Context: an optimization exercise on an open-source flow, tuned for small area, a short achievable clock period and few clock cycles. The choices shown serve that exercise and are no tape-out recipe.
At most, simulation tests tie the RTL to the original design; equivalence was not proved.
No activity file was given, so power comes from the tool's default toggle rates.

== P ==
// polyline_uniform_resampler
module polyline_uniform_resampler #(
   parameter int MAX_PER_SEGMENT = plr_pkg::MAX_PER_SEGMENT_DEF,
   parameter int COORD_BITS      = plr_pkg::COORD_BITS_DEF
) (
   input  logic                           clock,
   input  logic                           reset,
   input  logic                           req_tvalid,
   output logic                           req_tready,
   input  logic [plr_pkg::REQ_DATA_W-1:0] req_tdata,   
   input  logic                           req_tlast,   
   output logic                           rsp_tvalid,
   input  logic                           rsp_tready,
   output logic [plr_pkg::RSP_DATA_W-1:0] rsp_tdata,   
   output logic                           rsp_tlast,   
   output logic [plr_pkg::RSP_USER_W-1:0] rsp_tuser,   
   input  logic                           psel,
   input  logic                           penable,
   input  logic                           pwrite,
   input  logic [plr_pkg::CSR_ADDR_W-1:0] paddr,
   input  logic [plr_pkg::CSR_DATA_W-1:0] pwdata,
   output logic [plr_pkg::CSR_DATA_W-1:0] prdata,
   output logic                           pready
);
Size in the first run: ~500 flip-flops, roughly 0.030 mm² of cells after synthesis.
clock: 11.0 ns
lec_check: 0
abc_clock_period_in_ps: 3000
cap_margin: 20
core_margin: 2
core_utilization: 40
cts_cluster_diameter: 60
cts_cluster_size: 30
slew_margin: 20
tns_end_percent: 100
standard.sh (not shown) runs the stock make flow with config.mk's settings and CLKGATE_MAP_FILE= SYNTH_SCRIPT=/design/flow/synth_recipe.tcl, a recipe that flattens the netlist after the stock synthesis.
==> flow/flow/run.sh <==
#!/bin/bash
# The standard layout, with timing repair aiming below the clock period so that the
# achieved period is as short as the repair can make it. Constraints are unchanged.
set -euo pipefail
bash standard.sh SETUP_SLACK_MARGIN=7.5 finish > standard.log 2>&1
The inputs of Q differ from those of P as listed below.
--- a/flow/design.v
+++ b/flow/design.v
@@ -135,17 +135,16 @@
       N2_HAND = 2'd2
    } n2_state_t;
    n2_state_t     n2_st_ff;
    logic [2:0]    k2_ff;                   
    logic [LW+1:0] d_ff;                    
    logic [LW-1:0] c_ff;                    
    logic          first_ff;                
    logic          n2_w_ff;                 
-   logic          c_dn_ff;                 
    logic [6:0]    n_ff;                    
    logic [CW-1:0] m2_x_ff, m2_y_ff;
    logic          m2_nx_ff, m2_ny_ff, m2_fin_ff, m2_zero_ff;
    logic [CW-1:0] m2_bx_ff, m2_by_ff;
    logic          b_v_ff;                  
    logic          b_done_ff;               
    logic [3:0]    b_cnt_ff;                
    logic [CW-1:0] b_bx_ff, b_by_ff;
@@ -259,17 +258,17 @@
    logic          m1_none_ff;
    logic [NW-1:0] n_num;
    logic          n2_free;
    logic          n2_skip;
    assign d_pos = !d_ff[LW+1];
    assign d_sub = d_pos && !first_ff;
    assign d_nx  = d_ff + ({2'b00, c_ff} ^ {(LW+2){d_sub}}) + {2'b11, ~wb} + (LW+2)'(d_sub) + (LW+2)'(1);
    assign c_nx  = first_ff ? {1'b0, wb}
-                           : {2'b00, c_ff[LW-1:1]} + ({1'b0, wb} ^ {(LW+1){c_dn_ff}}) + (LW+1)'(c_dn_ff);
+                           : {2'b00, c_ff[LW-1:1]} + ({1'b0, wb} ^ {(LW+1){!d_pos}}) + (LW+1)'(!d_pos);
    assign n_fin = {n_ff[6:1], d_pos};
    assign wb_top  = LW'({w_ff, 12'd0} >> {3'd6 - m1_ks_ff, 1'b0});
    always_comb begin
       bl_m = '0;
       for (int i = 0; i < CW; i++) if (m1_x_ff[i] || m1_y_ff[i]) bl_m = 5'(i + 1);
       bl_w = '0;
       for (int i = 0; i < 16; i++) if (w_ff[i]) bl_w = 5'(i + 1);
       ks_t    = 7'({bl_m, 1'b1}) - 7'(bl_w);
@@ -405,17 +404,16 @@
          m2_bx_ff  <= m1_bx_ff;
          m2_by_ff  <= m1_by_ff;
       end else if (n2_st_ff == N2_SRCH) begin
          k2_ff      <= k2_ff - 3'd1;
          wb         <= wb >> 2;
          first_ff   <= 1'b0;
          c_ff       <= LW'(c_nx);
          d_ff       <= d_nx;
-         c_dn_ff    <= d_nx[LW+1];
          if (!first_ff) n_ff[k2_ff + 3'd1] <= d_pos;
       end
       if (reset) begin
          b_v_ff <= 1'b0;
       end else if (n2_hand) begin
          b_v_ff <= 1'b1;
       end else if (b_free) begin
          b_v_ff <= 1'b0;
## What came out
Changes observed in Q relative to P: compound-gate portion of the synthesized area went up 0.38 points, share of power burned in the clock network decreased 2.1 points. Diff P..Q | setup violation total in the final timing report | unchanged. [compare] base=P new=Q: worst hold slack across all endpoints rose by 0.0045 ns; routing usage on met1 fell by 0.22 points. Compared with P, in Q fraction of the cycle the final worst path needs went down by 1.3 points; number of gates on the worst path with buffers counted -1; wire length went up by about 6%. Looking at global-route usage, Q sits 0.82 points higher than P does. Q completed end to end with timing, DRC and antenna clean. Normalized max-slew margin: Q vs P down 4.4 points. Q vs P — time the worst path needs with I/O delays and setup dropped 0.14 ns. Compared with P, Q ends up with more cell area.
Testbench counts of Q, summed over its fixed seeds: cycles 37,858.
Only the layout flow was run in P; the RTL was not checked for function there.

========
## old
Another version of the RTL of polyline_uniform_resampler (not shown whole).
Size in the first run: about 3200 cells after synthesis, about 31000 sq um of cells after synthesis.
Design polyline_uniform_resampler, start of the top module:
module polyline_uniform_resampler #(
   parameter int MAX_PER_SEGMENT = plr_pkg::MAX_PER_SEGMENT_DEF,
   parameter int COORD_BITS      = plr_pkg::COORD_BITS_DEF
) (
   input  logic                           clock,
   input  logic                           reset,
   input  logic                           req_tvalid,
   output logic                           req_tready,
   input  logic [plr_pkg::REQ_DATA_W-1:0] req_tdata,   
   input  logic                           req_tlast,   
   output logic                           rsp_tvalid,
   input  logic                           rsp_tready,
   output logic [plr_pkg::RSP_DATA_W-1:0] rsp_tdata,   
   output logic                           rsp_tlast,   
   output logic [plr_pkg::RSP_USER_W-1:0] rsp_tuser,   
   input  logic                           psel,
   input  logic                           penable,
   input  logic                           pwrite,
   input  logic [plr_pkg::CSR_ADDR_W-1:0] paddr,
   input  logic [plr_pkg::CSR_DATA_W-1:0] pwdata,
  ...
==> flow/config.mk <==
export PLATFORM = sky130hd
export DESIGN_NAME = polyline_uniform_resampler
export DESIGN_NICKNAME = polyline_uniform_resampler
export VERILOG_FILES = /design/flow/design.v
export SDC_FILE = /design/flow/constraint.sdc
export NUM_CORES = 4
export LEC_CHECK = 0
export ABC_CLOCK_PERIOD_IN_PS = 3000
export CAP_MARGIN = 20
export CORE_MARGIN = 2
export CORE_UTILIZATION = 40
export SLEW_MARGIN = 20
export TNS_END_PERCENT = 100
==> flow/constraint.sdc <==
create_clock -name core_clock -period 11.0 [get_ports {clock}]
set_input_delay 2.2000 -clock core_clock [delete_from_list [all_inputs] [get_ports {clock}]]
set_output_delay 2.2000 -clock core_clock [all_outputs]
set_load 0.01 [all_outputs]
Scripts as last shown in full above: flow/flow/run.sh
Changes in new relative to old:
--- a/flow/design.v
+++ b/flow/design.v
@@ -235,36 +235,33 @@
                n1_st_nx = N1_SQ;
             end else if (cur_fin_ff) begin
                n1_st_nx = N1_DONE;
             end
          end
       end
    end
    logic          srch_ok;
    logic [LW+1:0] x_ok, x_no;
    logic [LW-1:0] c_ok;
    logic [LW-1:0] wb;                      
    logic [LW-1:0] wb_top;                  
-   logic          first_ff;                
    logic [2:0]    k_top;
-   logic          n_zero;
    logic [NW-1:0] n_num;
    logic          n2_free;
    logic [LW-1:0] l2_sum;
    logic          n2_skip;
    assign srch_ok = !x_ff[LW+1] && (x_ff[LW:0] >= {1'b0, wb});
    assign x_ok    = x_ff - {2'b00, c_ff[LW-1:1]} - {wb, 1'b0};
    assign x_no    = x_ff + {2'b00, c_ff[LW-1:1]};
    assign c_ok    = {1'b0, c_ff[LW-1:1]} + wb;
-   assign n_zero  = x_ff[LW-1:0] < LW'(w_ff);    
    assign wb_top  = LW'({w_ff, 12'd0} >> {3'd6 - k_top, 1'b0});
    always_comb begin
       if (w_ff[15:9] == '0)       k_top = 3'd6;
       else if (w_ff[15:11] == '0) k_top = 3'd5;
       else if (w_ff[15:13] == '0) k_top = 3'd4;
       else if (w_ff[15] == 1'b0)  k_top = 3'd3;
       else                        k_top = 3'd2;
    end
    assign n_num   = n_ff[6] ? NW'(MAX_PER_SEGMENT) : n_ff[NW-1:0];
    assign l2_sum  = as_ff + ac_ff;
    assign n2_hand = (n2_st_ff == N2_HAND) && !b_v_ff && ((n_num != '0) || m2_fin_ff);
    assign n2_free = (n2_st_ff == N2_IDLE)
@@ -359,69 +356,74 @@
       end else if (n1_st_ff == N1_SQ) begin
          k1_ff      <= k1_ff + 3'd1;
          as_ff      <= sq_s;
          ac_ff      <= sq_c;
       end
       if (reset) begin
          n2_st_ff <= N2_IDLE;
       end else if (n2_load) begin
          n2_st_ff <= m1_zero_ff ? N2_HAND : N2_SRCH;
       end else if (n2_free) begin
          n2_st_ff <= N2_IDLE;
       end else if (n2_st_ff == N2_SRCH) begin
-         if ((k2_ff == 3'd0) || (first_ff && (((k2_ff == 3'd6) && srch_ok) || n_zero))) n2_st_ff <= N2_HAND;
+         if ((k2_ff == 3'd0) || ((k2_ff == 3'd6) && srch_ok)) n2_st_ff <= N2_HAND;
       end
       if (n2_load) begin
          x_ff      <= {2'b00, l2_sum};
          c_ff      <= '0;
          n_ff      <= '0;
          k2_ff     <= k_top;
          wb        <= wb_top;
-         first_ff  <= 1'b1;
          m2_x_ff   <= m1_x_ff;
          m2_y_ff   <= m1_y_ff;
          m2_nx_ff  <= m1_nx_ff;
          m2_ny_ff  <= m1_ny_ff;
          m2_fin_ff <= m1_fin_ff;
          m2_zero_ff <= m1_zero_ff;
          m2_bx_ff  <= m1_bx_ff;
          m2_by_ff  <= m1_by_ff;
       end else if (n2_st_ff == N2_SRCH) begin
          k2_ff      <= k2_ff - 3'd1;
-         first_ff   <= 1'b0;
          wb         <= wb >> 2;
          c_ff       <= srch_ok ? c_ok : (c_ff >> 1);
          x_ff       <= srch_ok ? x_ok : x_no;
-         n_ff[k2_ff] <= srch_ok && !(first_ff && n_zero);
+         n_ff[k2_ff] <= srch_ok;
       end
       if (reset) begin
          b_v_ff <= 1'b0;
       end else if (n2_hand) begin
          b_v_ff <= 1'b1;
       end else if (c_take) begin
          b_v_ff <= 1'b0;
       end
       if (n2_hand) begin
          b_bx_ff   <= m2_bx_ff;
          b_by_ff   <= m2_by_ff;
          b_num_ff  <= n2_skip ? NW'(1) : n_num;
          b_skip_ff <= n2_skip;
          b_clip_ff <= n_ff[6];
          b_fin_ff  <= m2_fin_ff;
          b_nx_ff   <= m2_nx_ff;
          b_ny_ff   <= m2_ny_ff;
          if ((n_num == '0) && !n2_skip) begin
             b_done_ff <= 1'b1;
             b_cnt_ff  <= '0;
-         end else if (short_div && !n2_skip) begin
+         end else if ((n_num == NW'(1)) || n2_skip) begin
+            b_done_ff  <= 1'b1;
+            b_cnt_ff   <= '0;
+            b_rem_x_ff <= '0;
+            b_rem_y_ff <= '0;
+            b_dq_x_ff  <= {m2_x_ff, 8'd0};
+            b_dq_y_ff  <= {m2_y_ff, 8'd0};
+         end else if (short_div) begin
             b_done_ff  <= 1'b0;
             b_cnt_ff   <= 4'd7;
             b_rem_x_ff <= NW'(m2_x_ff[9:6]);
             b_rem_y_ff <= NW'(m2_y_ff[9:6]);
             b_dq_x_ff  <= {m2_x_ff[5:0], 12'd0};
             b_dq_y_ff  <= {m2_y_ff[5:0], 12'd0};
          end else begin
             b_done_ff  <= 1'b0;
             b_cnt_ff   <= 4'd9;
             b_rem_x_ff <= '0;
             b_rem_y_ff <= '0;
             b_dq_x_ff  <= {m2_x_ff, 8'd0};
Notes after the runs:
Non-clock buffer count shrinks by a few percent when moving from old to new.
In terms of share of the synthesized netlist area taken by xor and xnor gates, new and old differ only marginally.
Per the comparison of new with old, area of placed instances fell about 1.6%, wire length of the first global-routing pass fell by 2700 um.
Of the two values seen for biggest power consumer among the groups, registers was produced by new and combinational logic by old.
Taking old as the reference point, the highest clock frequency the design can meet of new falls by about 0.8%.
Going from old to new, proportion of cell area occupied by multi-input gates shrinks by 0.47 points.
Clock network fraction of total power in new is 4.6 points higher than in old
Diff old..new | count of final max-slew check failures | unchanged
Between old and new, the length of the first detailed-routing pass in iterations is higher for old.
Worst hold slack, old and new: lower on new
new ended up with o_x_ff[15]$_DFFE_PP_ as its startpoint of the most critical setup path; old ended up with rdy_ff$_SDFF_PP0_.
new vs old: final RePlAce weighted congestion up in new
Taking old as the reference point, the arrival time at the worst endpoint of new rises by 30 ps.
Looking at old and new, the total of flip-flops plus latches after synthesis is a wash.
Wire: new routes less than old
Testbench counts of new, summed over its fixed seeds: cycles 38,656.
For old, only the layout was checked, not whether the RTL still works.

==> re-timing with driven ports <==
How much do the figures lean on ideal ports? The routed layouts below were timed once more, with nothing changed but the port constraints.
Step 1 assumes that a clkbuf_16 drives the clock port and a buf_2 every other input.
Step 2 adds t to the input delays and takes it off the output delays; t is the mean of the earliest and latest rising clock arrival at the registers after step 1. Input paths then give back, and output paths get back, about the clock's delay inside the block.
Three values: ideal, step 1, step 2; two values: the first two.
| run | t (ns) | setup WS [ns] | hold WS [ns] | worst setup path at the end |
|---|---|---|---|---|
| P | 0.656 | 7.268 / 7.268 / 6.993 | 0.414 / 0.414 / 0.414 | input to register |
| Q | 0.640 | 7.405 / 7.405 / 6.915 | 0.419 / 0.419 / 0.419 | input to register |
| old | 0.667 | 7.531 / 7.474 / 6.948 | 0.412 / 0.412 / 0.412 | input to register |
| new | 0.677 | 7.503 / 7.445 / 6.890 | 0.389 / 0.389 / 0.389 | input to register |
After both steps setup and hold are still met in every run listed. The setup slack of new, which loses most, moves by -0.058 ns with the drivers and by -0.613 ns with both steps.
